Context: an optimization exercise on an open-source flow, tuned for small area, a short achievable clock period and few clock cycles. The choices shown serve that exercise and are no tape-out recipe. Function was checked by simulation only, so behaviour that the tests miss may differ from the original. Power figures rest on the tool's default switching activity, not on a simulated workload.

Design mips_mc_core, start of the top module:
module mips_mc_core #(
  parameter logic [31:0] RESET_PC = 32'h0000_3000,
  parameter int          ADDR_W   = 12
) (
  input  logic              clk,
  input  logic              reset,
  output logic              mem_req,
  output logic              mem_we,
  output logic [ADDR_W-1:0] mem_addr,
  output logic [31:0]       mem_wdata,
  input  logic [31:0]       mem_rdata,
  input  logic              mem_ack,
  output logic [31:0]       pc_o,
  output logic              retire,
  output logic              illegal
);
  localparam int AW = ADDR_W - 2;   
  logic [31:0]   pc_reg, ir_reg, a_reg, b_reg, wdata_reg;
  logic          xv_reg, retire_reg, illegal_reg;
  logic [AW-1:0] addr_reg, fa_reg;
  logic          req_reg, we_reg, kill_reg, fa_req;
  logic          m_valid, m_lw;
  logic [4:0]    m_wa;
  logic       c_sub, c_sum, c_and, c_or, c_slt, c_sll, c_link, c_ars, c_brt;
  logic       c_we, c_lw, c_sw, c_br, c_bne, c_jr, c_jmp, c_legal;
  logic [4:0] c_wa;
  logic [4:0]  x_rs, x_rt, shamt;
  logic [15:0] imm;
  assign x_rs  = ir_reg[25:21];
  assign x_rt  = ir_reg[20:16];
  assign shamt = ir_reg[10:6];
  assign imm   = ir_reg[15:0];
  logic [31:0] sum, alu_res, pc_plus4;
  logic        lt;
  assign sum      = a_reg + b_reg + {31'b0, c_sub};
  assign lt       = (a_reg[31] == b_reg[31]) ? a_reg[31] : sum[31];
  assign pc_plus4 = {pc_reg[31:2] + 30'd1, pc_reg[1:0]};
  always_comb begin
    alu_res = '0;
    if (c_sum)  alu_res = alu_res | sum;
    if (c_and)  alu_res = alu_res | (a_reg & b_reg);
    if (c_or)   alu_res = alu_res | (a_reg | b_reg);
    if (c_slt)  alu_res = alu_res | {31'b0, lt};
    if (c_sll)  alu_res = alu_res | (b_reg << shamt);
    if (c_link) alu_res = alu_res | pc_plus4;
  end
  logic        eq, taken;
  logic [30:0] br_sum;
  logic [31:0] br_target, target, npc;
  assign eq        = (a_reg == b_reg);
  assign taken     = c_jmp | c_jr | (c_br & (eq ^ c_bne));
  assign br_sum    = {pc_reg[31:2], 1'b1} + {{14{imm[15]}}, imm, 1'b1};
  assign br_target = {br_sum[30:1], pc_reg[1:0]};
  always_comb begin
    if (c_jr)       target = a_reg;
    else if (c_jmp) target = {pc_plus4[31:28], ir_reg[25:0], 2'b00};
    else            target = br_target;
  end
  assign npc = taken ? target : pc_plus4;
  logic [ADDR_W-1:0] x_ea;
  assign x_ea = a_reg[ADDR_W-1:0] + imm[ADDR_W-1:0];
  ...
Settings: LEC_CHECK=0, CAP_MARGIN=20, CELL_PAD_IN_SITES_DETAIL_PLACEMENT=1, CELL_PAD_IN_SITES_GLOBAL_PLACEMENT=2, CORE_MARGIN=2, CORE_UTILIZATION=45, CTS_CLUSTER_DIAMETER=60, CTS_CLUSTER_SIZE=26, GPL_ROUTABILITY_DRIVEN=1, SETUP_SLACK_MARGIN=4.0, SLEW_MARGIN=20; clock period 8.0 ns.
run.sh (not shown) runs the stock make flow with config.mk's settings and CLKGATE_MAP_FILE= SYNTH_SCRIPT=/design/flow/synth_recipe.tcl, a recipe that flattens the netlist after the stock synthesis.
Testbench counts at the start, summed over its fixed seeds: cycles 10,011.
==> next run, changes <==
--- a/flow/config.mk
+++ b/flow/config.mk
@@ -15,3 +15,3 @@
 export GPL_ROUTABILITY_DRIVEN = 1
-export SETUP_SLACK_MARGIN = 4.0
+export SETUP_SLACK_MARGIN = 3.8
 export SLEW_MARGIN = 20
After rerunning: Routed wire length shrinks by about 1.1%; worst setup slack loses 0.21 ns; hold slack loses 0.012 ns; core utilization shrinks by 0.82 points.

========
Another version of the RTL of mips_mc_core (not shown whole).
Size in the first run: about 1200 flip-flops, ~120 I/O pins, ~61000 sq um of cells after synthesis.
==> flow/config.mk <==
export PLATFORM = sky130hd
export DESIGN_NAME = mips_mc_core
export DESIGN_NICKNAME = mips_mc_core
export VERILOG_FILES = /design/flow/design.v
export SDC_FILE = /design/flow/constraint.sdc
export NUM_CORES = 4
export LEC_CHECK = 0
export CAP_MARGIN = 20
export CELL_PAD_IN_SITES_DETAIL_PLACEMENT = 1
export CELL_PAD_IN_SITES_GLOBAL_PLACEMENT = 2
export CORE_MARGIN = 2
export CORE_UTILIZATION = 48
export CTS_CLUSTER_DIAMETER = 60
export CTS_CLUSTER_SIZE = 26
export GPL_ROUTABILITY_DRIVEN = 1
export SETUP_SLACK_MARGIN = 4.0
export SLEW_MARGIN = 20
==> flow/constraint.sdc <==
create_clock -name core_clock -period 8.0 [get_ports {clk}]
set_input_delay 1.6000 -clock core_clock [delete_from_list [all_inputs] [get_ports {clk}]]
set_output_delay 1.6000 -clock core_clock [all_outputs]
set_load 0.01 [all_outputs]
standard.sh (not shown) runs the stock make flow with config.mk's settings and CLKGATE_MAP_FILE= SYNTH_SCRIPT=/design/flow/synth_recipe.tcl, a recipe that flattens the netlist after the stock synthesis.
==> flow/flow/run.sh <==
#!/bin/bash
# Own layout flow: the standard ORFS flow (standard.sh, unchanged
# synthesis, floorplan, power grid and taps), with two make settings:
#  - the port buffers are buf_4 cells rather than the flow's default pick;
#  - timing repair may resize a cell to one of another footprint.
set -euo pipefail
here=$(pwd)
bash "$here/standard.sh" \
  "BUFFER_PORTS_ARGS=-buffer_cell sky130_fd_sc_hd__buf_4" \
  MATCH_CELL_FOOTPRINT=0 \
  finish > "$here/standard.log" 2>&1
The first run ran to the end with no violations.
Testbench counts at the start, summed over its fixed seeds: cycles 10,011.
==> next run, changes <==
==> flow/run.sh (new file) <==
#!/bin/bash
# synth_recipe.tcl (not shown) runs the flow's synth.tcl, then flattens the netlist and writes it again
# the make line also repeats each setting of config.mk as NAME=value (left out here)
make -C /OpenROAD-flow-scripts/flow DESIGN_CONFIG=/design/flow/config.mk WORK_HOME=/design/flow/orfs CLKGATE_MAP_FILE= SYNTH_SCRIPT=/design/flow/synth_recipe.tcl finish
--- a/flow/config.mk
+++ b/flow/config.mk
@@ -10,5 +10,5 @@
 export CELL_PAD_IN_SITES_GLOBAL_PLACEMENT = 2
 export CORE_MARGIN = 2
-export CORE_UTILIZATION = 48
+export CORE_UTILIZATION = 45
 export CTS_CLUSTER_DIAMETER = 60
 export CTS_CLUSTER_SIZE = 26
removed: flow/flow/run.sh
removed: flow/standard.sh
The changed run ran to the end with no violations.
Count of clock-buffer cells in the layout decreases by 4.
Fmax decreases by 1.9%.
Global-route usage decreases by 2.0 points.
Power is about the same.
Final area increases by 2.4%.
==> next run, changes <==
==> flow/flow/run.sh (new file) <==
#!/bin/bash
# Own layout flow: the standard ORFS flow (standard.sh, unchanged
# synthesis, floorplan, power grid and taps), with two make settings:
#  - the port buffers are buf_4 cells rather than the flow's default pick;
#  - timing repair may resize a cell to one of another footprint.
set -euo pipefail
here=$(pwd)
bash "$here/standard.sh" \
  "BUFFER_PORTS_ARGS=-buffer_cell sky130_fd_sc_hd__buf_4" \
  MATCH_CELL_FOOTPRINT=0 \
  finish > "$here/standard.log" 2>&1
==> flow/standard.sh (new file) <==
#!/bin/bash
# synth_recipe.tcl (not shown) runs the flow's synth.tcl, then flattens the netlist and writes it again
# the make line also repeats each setting of config.mk as NAME=value (left out here)
make -C /OpenROAD-flow-scripts/flow DESIGN_CONFIG=/design/flow/config.mk WORK_HOME=/design/flow/orfs CLKGATE_MAP_FILE= SYNTH_SCRIPT=/design/flow/synth_recipe.tcl "${@:-finish}"
--- a/flow/config.mk
+++ b/flow/config.mk
@@ -10,7 +10,5 @@
 export CELL_PAD_IN_SITES_GLOBAL_PLACEMENT = 2
 export CORE_MARGIN = 2
-export CORE_UTILIZATION = 45
-export CTS_CLUSTER_DIAMETER = 60
-export CTS_CLUSTER_SIZE = 26
+export CORE_UTILIZATION = 40
 export GPL_ROUTABILITY_DRIVEN = 1
 export SETUP_SLACK_MARGIN = 4.0
removed: flow/run.sh
- setup slack gains 0.14 ns
- worst hold slack loses 0.0038 ns
- combinational power drops by about 2.8%
- total power climbs by about 2.5%
- fmax climbs by about 3.4%
- cell area drops by 0.67%
- sequential share of layout area climbs by 0.33 points
- first-iteration DRC count drops by about 14%
- global-route usage drops by 4.7 points

==> separate check: timing with driven ports <==
In the flow no input, the clock included, has a driving cell. The finished layouts below were timed again as built, in two steps. Step 1 assumes that a clkbuf_16 drives the clock port and a buf_2 every other input. Step 2 adds t to the input delays and takes it off the output delays; t is the mean of the earliest and latest rising clock arrival at the registers after step 1. Input paths then give back, and output paths get back, about the clock's delay inside the block. Slacks: no drivers / after step 1 / after step 2; pairs: no drivers / after step 1.
run | shift t [ns] | setup slack, ns | worst slew at a driven data input, ns
the first run of note 1 | 0.850 | 3.851 / 3.917 / 3.068 | 0.12
the second run of note 1 | 0.848 | 3.644 / 3.690 / 2.842 | 0.15
the first run of note 2 | 0.881 | 3.841 / 3.841 / 3.020 | 0.12
the second run of note 2 | 0.850 | 3.762 / 3.811 / 2.962 | 0.16
the third run of note 2 | 0.896 | 3.902 / 3.869 / 2.973 | 0.13
After both steps setup and hold are still met in every run listed. For the third run of note 2, which loses most, drivers alone change the setup slack by -0.033 ns; drivers and shift together by -0.929 ns.
